Source: an optimization exercise on an open RTL-to-GDS flow (aim: small area). Production flows keep margins and buffers that such runs may drop. RTL that was checked went through simulation tests only; none was proved equivalent to the original. Power is estimated from default activity; no workload was simulated.

Setup of job 3110:
==> module ofm_maxpool_rx, before the edit <==
module ofm_maxpool_rx #(
    parameter int unsigned DW = ofm_maxpool_rx_pkg::OFM_DW,
    parameter int unsigned N  = ofm_maxpool_rx_pkg::OFM_N
) (
    input  logic          clk,
    input  logic          rst,
    input  logic          in_valid,
    input  logic [DW-1:0] In_OFM,
    output logic          busy,
    output logic          overrun,
    output logic          out_valid,
    output logic [DW-1:0] Out_Pool
);
    localparam int unsigned PN    = N - 1;
    localparam int unsigned NS    = PN * PN;
    localparam int unsigned IDX_W = $clog2(N + 1);
    logic [IDX_W-1:0]   r_row, r_col;
    logic               r_busy, r_overrun, r_out_valid;
    logic [DW-1:0]      r_out_pool;
    logic [DW-1:0]      qn [NS];       
    logic w_pool, w_pool_last, w_col0, w_col_end, w_row_end;
    logic w_shift, w_rot, w_fold_end, w_fold_prev;
    logic w_cap, w_s_gt_q0, w_s_gt_qt, w_s_gt_qp, w_take_s;
    logic [DW-1:0] w_hn;
    function automatic logic f_gt(input logic [DW-1:0] a, input logic [DW-1:0] bn);
        logic g;
        g = 1'b0;
        for (int i = 0; i < DW; i++)
            g = (a[i] & bn[i]) | (~(~a[i] & ~bn[i]) & g);
        f_gt = g;
    endfunction
    function automatic logic [IDX_W-1:0] f_inc(input logic [IDX_W-1:0] i);
        f_inc = '0;
        for (int k = 0; k < N - 1; k++)
            if (i == IDX_W'(k))
                f_inc = IDX_W'(k + 1);
        if (i == IDX_W'(N))
            f_inc = IDX_W'(2);
    endfunction
    logic [IDX_W-1:0] w_row_inc, w_col_inc;
    assign w_row_inc   = f_inc(r_row);
    assign w_col_inc   = f_inc(r_col);
    assign w_col0      = (r_col == '0);
    assign w_col_end   = (r_col == IDX_W'(PN));
    assign w_row_end   = (r_row == IDX_W'(PN));
    assign w_pool      = r_busy || (r_col == IDX_W'(N));
    assign w_pool_last = w_pool && (r_row == '0) && w_col0;
    assign w_cap       = !w_pool;
    assign w_shift     = w_pool || (in_valid && !w_col_end && !w_row_end);
    assign w_rot       = in_valid && w_row_end && !w_col_end;
    assign w_fold_end  = in_valid && w_col_end;
    assign w_fold_prev = w_cap && !w_col0;
    assign w_s_gt_q0 = f_gt(In_OFM, qn[0]);
    assign w_s_gt_qt = f_gt(In_OFM, qn[PN-1]);
    assign w_s_gt_qp = f_gt(In_OFM, qn[PN]);
    assign w_take_s  = w_fold_prev && w_s_gt_q0;
    always_ff @(posedge clk) begin
        if (w_shift || w_rot || (w_fold_end && w_s_gt_q0))
            qn[0] <= (w_rot && !w_s_gt_qt) ? qn[PN-1] : ~In_OFM;
        if (w_shift || w_rot)
            qn[1] <= w_take_s ? ~In_OFM : qn[0];
        for (int i = 2; i < PN; i++)
            if (w_shift || w_rot)
                qn[i] <= qn[i-1];
        if (w_shift || (w_fold_end && !w_row_end && w_s_gt_qp))
            qn[PN] <= (w_shift && !(w_cap && w_s_gt_qt)) ? qn[PN-1] : ~In_OFM;
        if (w_shift)
            qn[PN+1] <= (w_fold_prev && w_s_gt_qp) ? ~In_OFM : qn[PN];
        for (int i = PN + 2; i < NS; i++)
            if (w_shift)
                qn[i] <= qn[i-1];
    end
    always_ff @(posedge clk) begin
        if (rst) begin
            r_row       <= '0;
            r_col       <= '0;
            r_busy      <= 1'b0;
            r_overrun   <= 1'b0;
            r_out_valid <= 1'b0;
            r_out_pool  <= '0;
        end else begin
            if (w_pool) begin
                if (w_pool_last) begin
                    if (in_valid) r_col <= IDX_W'(1);
                end else if (r_col == IDX_W'(PN - 1)) begin
                    r_col <= '0;
                    r_row <= (r_row == IDX_W'(PN - 1)) ? '0 : w_row_inc;
                end else begin
                    r_col <= w_col_inc;
                end
            end else if (in_valid) begin
                if (w_col_end) begin
                    r_col <= '0;
                    if (w_row_end) begin
                        r_row  <= '0;
                        r_col  <= IDX_W'(N);
                    end else begin
                        r_row <= w_row_inc;
                    end
                end else begin
                    r_col <= w_col_inc;
                end
            end
            r_busy      <= w_pool && !w_pool_last;
            r_overrun   <= w_pool && !w_pool_last && in_valid;
            r_out_valid <= w_pool;
            r_out_pool  <= w_pool ? ~qn[NS-1] : '0;
        end
    end
    assign busy      = r_busy;
    assign overrun   = r_overrun;
    assign out_valid = r_out_valid;
    assign Out_Pool  = r_out_pool;
endmodule
==> flow/config.mk <==
export PLATFORM = sky130hd
export DESIGN_NAME = ofm_maxpool_rx
export DESIGN_NICKNAME = ofm_maxpool_rx
export VERILOG_FILES = /design/flow/design.v
export SDC_FILE = /design/flow/constraint.sdc
export NUM_CORES = 4
export LEC_CHECK = 0
export ABC_AREA = 1
export CAP_MARGIN = 20
export CORE_MARGIN = 2
export CORE_UTILIZATION = 60
export CTS_BUF_LIST = sky130_fd_sc_hd__clkbuf_8
export CTS_CLUSTER_DIAMETER = 80
export CTS_CLUSTER_SIZE = 16
export SLEW_MARGIN = 20
==> flow/constraint.sdc <==
create_clock -name core_clock -period 10.0 [get_ports {clk}]
set_input_delay 2.0000 -clock core_clock [delete_from_list [all_inputs] [get_ports {clk}]]
set_output_delay 2.0000 -clock core_clock [all_outputs]
set_load 0.01 [all_outputs]
standard.sh (not shown) runs the stock make flow with config.mk's settings and CLKGATE_MAP_FILE= SYNTH_SCRIPT=/design/flow/synth_recipe.tcl, a recipe that flattens the netlist after the stock synthesis.
==> flow/flow/run.sh <==
#!/bin/bash
# Own layout flow: the standard ORFS flow (standard.sh) with two changes.
#  - Synthesis is the standard flow's own script (synth_recipe.tcl), but the final ABC
#    technology mapping uses an area-oriented script (flow/area.abc) in
#    place of ORFS's abc_area.script. Registers are untouched (ABC maps
#    only the combinational logic).
#  - Port buffers are the smallest buffer cell (buf_1).
# Each tool's full output is in standard.log (make, yosys, openroad).
set -euo pipefail
W=$(pwd)
export FLOW_ABC_SCRIPT="$W/flow/area.abc"
export FLOW_SYNTH_TCL="$W/synth_recipe.tcl"
CTS_ARGS="-sink_clustering_enable -repair_clock_nets -sink_clustering_size 18 -sink_clustering_max_diameter 80 -buf_list sky130_fd_sc_hd__clkbuf_8 -dont_use_dummy_load"
bash standard.sh "SYNTH_SCRIPT=$W/flow/synth.tcl" "CTS_ARGS=$CTS_ARGS" \
    "BUFFER_PORTS_ARGS=-buffer_cell sky130_fd_sc_hd__buf_1" finish > standard.log 2>&1
==> flow/flow/area.abc <==
&get -n
&st
&syn2
&dch -f
&nf -R 1000
&put
topo
==> flow/flow/synth.tcl <==
# synth_recipe.tcl with one change: the abc call that maps the logic to
# cells runs flow/area.abc instead of the script ORFS passes with -script.
proc abc {args} {
  set i [lsearch -exact $args -script]
  if { $i >= 0 } { lset args [expr { $i + 1 }] $::env(FLOW_ABC_SCRIPT) }
  puts "abc wrapper: [join $args { }]"
  yosys abc {*}$args
}
source $::env(FLOW_SYNTH_TCL)
Inputs modified between job 3110 and job 7672:
==> flow/design.v <==
package ofm_maxpool_rx_pkg;
    localparam int unsigned OFM_DW   = 36;
    localparam int unsigned OFM_N    = 5;
    localparam int unsigned NSQ      = OFM_N * OFM_N;
    localparam int unsigned PN       = OFM_N - 1;
    localparam int unsigned PNSQ     = PN * PN;
    localparam int unsigned WR_CNT_W = $clog2(NSQ);
    typedef enum logic [1:0] {
        S_IDLE    = 2'd0,
        S_CAPTURE = 2'd1,
        S_POOL    = 2'd2
    } state_t;
endpackage
module ofm_maxpool_rx_max4 #(
    parameter int unsigned DW = 36
) (
    input  logic [DW-1:0] i_a,
    input  logic [DW-1:0] i_b,
    input  logic [DW-1:0] i_c,
    input  logic [DW-1:0] i_d,
    output logic [DW-1:0] o_max
);
    logic [DW-1:0] w_ab;
    logic [DW-1:0] w_cd;
    always_comb begin
        w_ab  = (i_a >= i_b) ? i_a : i_b;
        w_cd  = (i_c >= i_d) ? i_c : i_d;
        o_max = (w_ab >= w_cd) ? w_ab : w_cd;
    end
endmodule
module ofm_maxpool_rx #(
    parameter int unsigned DW = ofm_maxpool_rx_pkg::OFM_DW,
    parameter int unsigned N  = ofm_maxpool_rx_pkg::OFM_N
) (
    input  logic          clk,
    input  logic          rst,
    input  logic          in_valid,
    input  logic [DW-1:0] In_OFM,
    output logic          busy,
    output logic          overrun,
    output logic          out_valid,
    output logic [DW-1:0] Out_Pool
);
    localparam int unsigned PN    = N - 1;
    localparam int unsigned NS    = PN * PN;
    localparam int unsigned IDX_W = $clog2(N);
    logic               r_pool;
    logic               r_q0_gt_qp;    
    logic [IDX_W-1:0]   r_row, r_col;
    logic               r_busy, r_overrun, r_out_valid;
    logic [DW-1:0]      r_out_pool;
    logic [DW-1:0]      qn [NS];       
    logic w_pool_last, w_col0, w_col_end, w_row_end;
    logic w_shift, w_rot, w_fold_end, w_fold_prev;
    logic w_s_gt_q0, w_s_gt_qt, w_h_gt_qp, w_take_s;
    logic [DW-1:0] w_hn;
    function automatic logic f_gt(input logic [DW-1:0] a, input logic [DW-1:0] bn);
        logic g;
        g = 1'b0;
        for (int i = 0; i < DW; i++)
            g = (a[i] & bn[i]) | (~(~a[i] & ~bn[i]) & g);
        f_gt = g;
    endfunction
    function automatic logic [IDX_W-1:0] f_inc(input logic [IDX_W-1:0] i);
        f_inc = '0;
        for (int k = 0; k < N - 1; k++)
            if (i == IDX_W'(k))
                f_inc = IDX_W'(k + 1);
    endfunction
    logic [IDX_W-1:0] w_row_inc, w_col_inc;
    assign w_row_inc   = f_inc(r_row);
    assign w_col_inc   = f_inc(r_col);
    assign w_col0      = (r_col == '0);
    assign w_col_end   = (r_col == IDX_W'(PN));
    assign w_row_end   = (r_row == IDX_W'(PN));
    assign w_pool_last = r_pool && (r_row == '0) && w_col0;
    assign w_shift     = r_pool || (in_valid && !w_col_end && !w_row_end);
    assign w_rot       = in_valid && w_row_end && !w_col_end;
    assign w_fold_end  = in_valid && w_col_end;
    assign w_fold_prev = !r_pool && !w_col0;
    assign w_s_gt_q0 = f_gt(In_OFM, qn[0]);
    assign w_s_gt_qt = f_gt(In_OFM, qn[PN-1]);
    assign w_take_s  = w_fold_prev && w_s_gt_q0;
    assign w_hn      = w_take_s ? ~In_OFM : qn[0];
    assign w_h_gt_qp = w_take_s ? f_gt(In_OFM, qn[PN]) : r_q0_gt_qp;
    always_ff @(posedge clk) begin
        if (w_shift || w_rot || (w_fold_end && w_s_gt_q0))
            qn[0] <= (w_rot && !w_s_gt_qt) ? qn[PN-1] : ~In_OFM;
        if (w_shift || w_rot)
            qn[1] <= w_hn;
        for (int i = 2; i < PN; i++)
            if (w_shift || w_rot)
                qn[i] <= qn[i-1];
        if (w_shift || (w_fold_end && !w_row_end && w_h_gt_qp))
            qn[PN] <= w_shift ? qn[PN-1] : w_hn;
        if (w_shift)
            qn[PN+1] <= (w_fold_prev && w_h_gt_qp) ? w_hn : qn[PN];
        for (int i = PN + 2; i < NS; i++)
            if (w_shift)
                qn[i] <= qn[i-1];
    end
    always_ff @(posedge clk) begin
        if (in_valid)
            r_q0_gt_qp <= w_s_gt_qt;
    end
    always_ff @(posedge clk) begin
        if (rst) begin
            r_pool      <= 1'b0;
            r_row       <= '0;
            r_col       <= '0;
            r_busy      <= 1'b0;
            r_overrun   <= 1'b0;
            r_out_valid <= 1'b0;
            r_out_pool  <= '0;
        end else begin
            if (r_pool) begin
                if (w_pool_last) begin
                    r_pool <= 1'b0;
                    if (in_valid) r_col <= IDX_W'(1);
                end else if (r_col == IDX_W'(PN - 1)) begin
                    r_col <= '0;
                    r_row <= (r_row == IDX_W'(PN - 1)) ? '0 : w_row_inc;
                end else begin
                    r_col <= w_col_inc;
                end
            end else if (in_valid) begin
                if (w_col_end) begin
                    r_col <= '0;
                    if (w_row_end) begin
                        r_row  <= '0;
                        r_col  <= IDX_W'(1);
                        r_pool <= 1'b1;
                    end else begin
                        r_row <= w_row_inc;
                    end
                end else begin
                    r_col <= w_col_inc;
                end
            end
            r_busy      <= r_pool && !w_pool_last;
            r_overrun   <= r_pool && !w_pool_last && in_valid;
            r_out_valid <= r_pool;
            r_out_pool  <= r_pool ? ~qn[NS-1] : '0;
        end
    end
    assign busy      = r_busy;
    assign overrun   = r_overrun;
    assign out_valid = r_out_valid;
    assign Out_Pool  = r_out_pool;
endmodule
Findings:
Job 7672 reached the end of the flow, and the finished layout is clean on the timing, DRC and antenna checks. Looking at fraction of power consumed by combinational cells across job 3110 and job 7672, the one that comes out higher is job 7672. There was hardly any difference in clock skew between job 7672 and job 3110. Job 7672 against job 3110; count of non-CTS buffers in the layout is down slightly. On job 7672: floorplan core area is 0.49% higher than what job 3110 gave. Compared with job 3110, job 7672 shows global-route track usage on met3 higher by 0.66 points. Job 3110 has lower utilization of the core after routing than job 7672. Of job 3110 and job 7672, the run reporting the higher die outline width was job 7672. Job 7672 falls short of job 3110 in die area. STATUS post-layout minimum cycle time: job 7672 loses against job 3110. Job 7672: data arrival time of the critical path higher than job 3110. Comparing job 3110 and job 7672, the lower detail-routed via count per cell was measured on job 3110. Synthesis-to-layout area growth: job 7672 vs job 3110, no meaningful difference. Number of detailed-routing iterations run before antenna repair up 1 in job 7672 wrt job 3110.
Function not checked in job 3110: the RTL went through the layout flow alone.

-- afterwards: timing with drivers on the ports --
How much do the figures lean on ideal ports? The routed layouts below were timed once more, with nothing changed but the port constraints.
Step 1: set_driving_cell puts a clkbuf_16 on clk and a buf_2 on each other input, an assumption about the parent block.
Step 2 moves the port delays by t, midway between the first and last clock arrival at a register: inputs arrive t later, outputs are due t later. That takes back most of the time a late clock gives input paths.
Three values: ideal ports, drivers, drivers and shift; two values: the first two.
| run | t (ns) | setup WS [ns] | latest minus earliest clock arrival (ns) | worst data-port slew with drivers (ns) | cell pins on the clock port's net |
|---|---|---|---|---|---|
| job 3110 | 0.582 | 2.847 / 2.872 / 2.290 | 0.050 / 0.050 | 0.05 | 1 |
| job 7672 | 0.597 | 2.818 / 2.849 / 2.253 | 0.047 / 0.047 | 0.05 | 1 |
After both steps every run listed still meets setup and hold. For job 7672, which loses most, drivers alone change the setup slack by +0.031 ns; drivers and shift together by -0.565 ns.
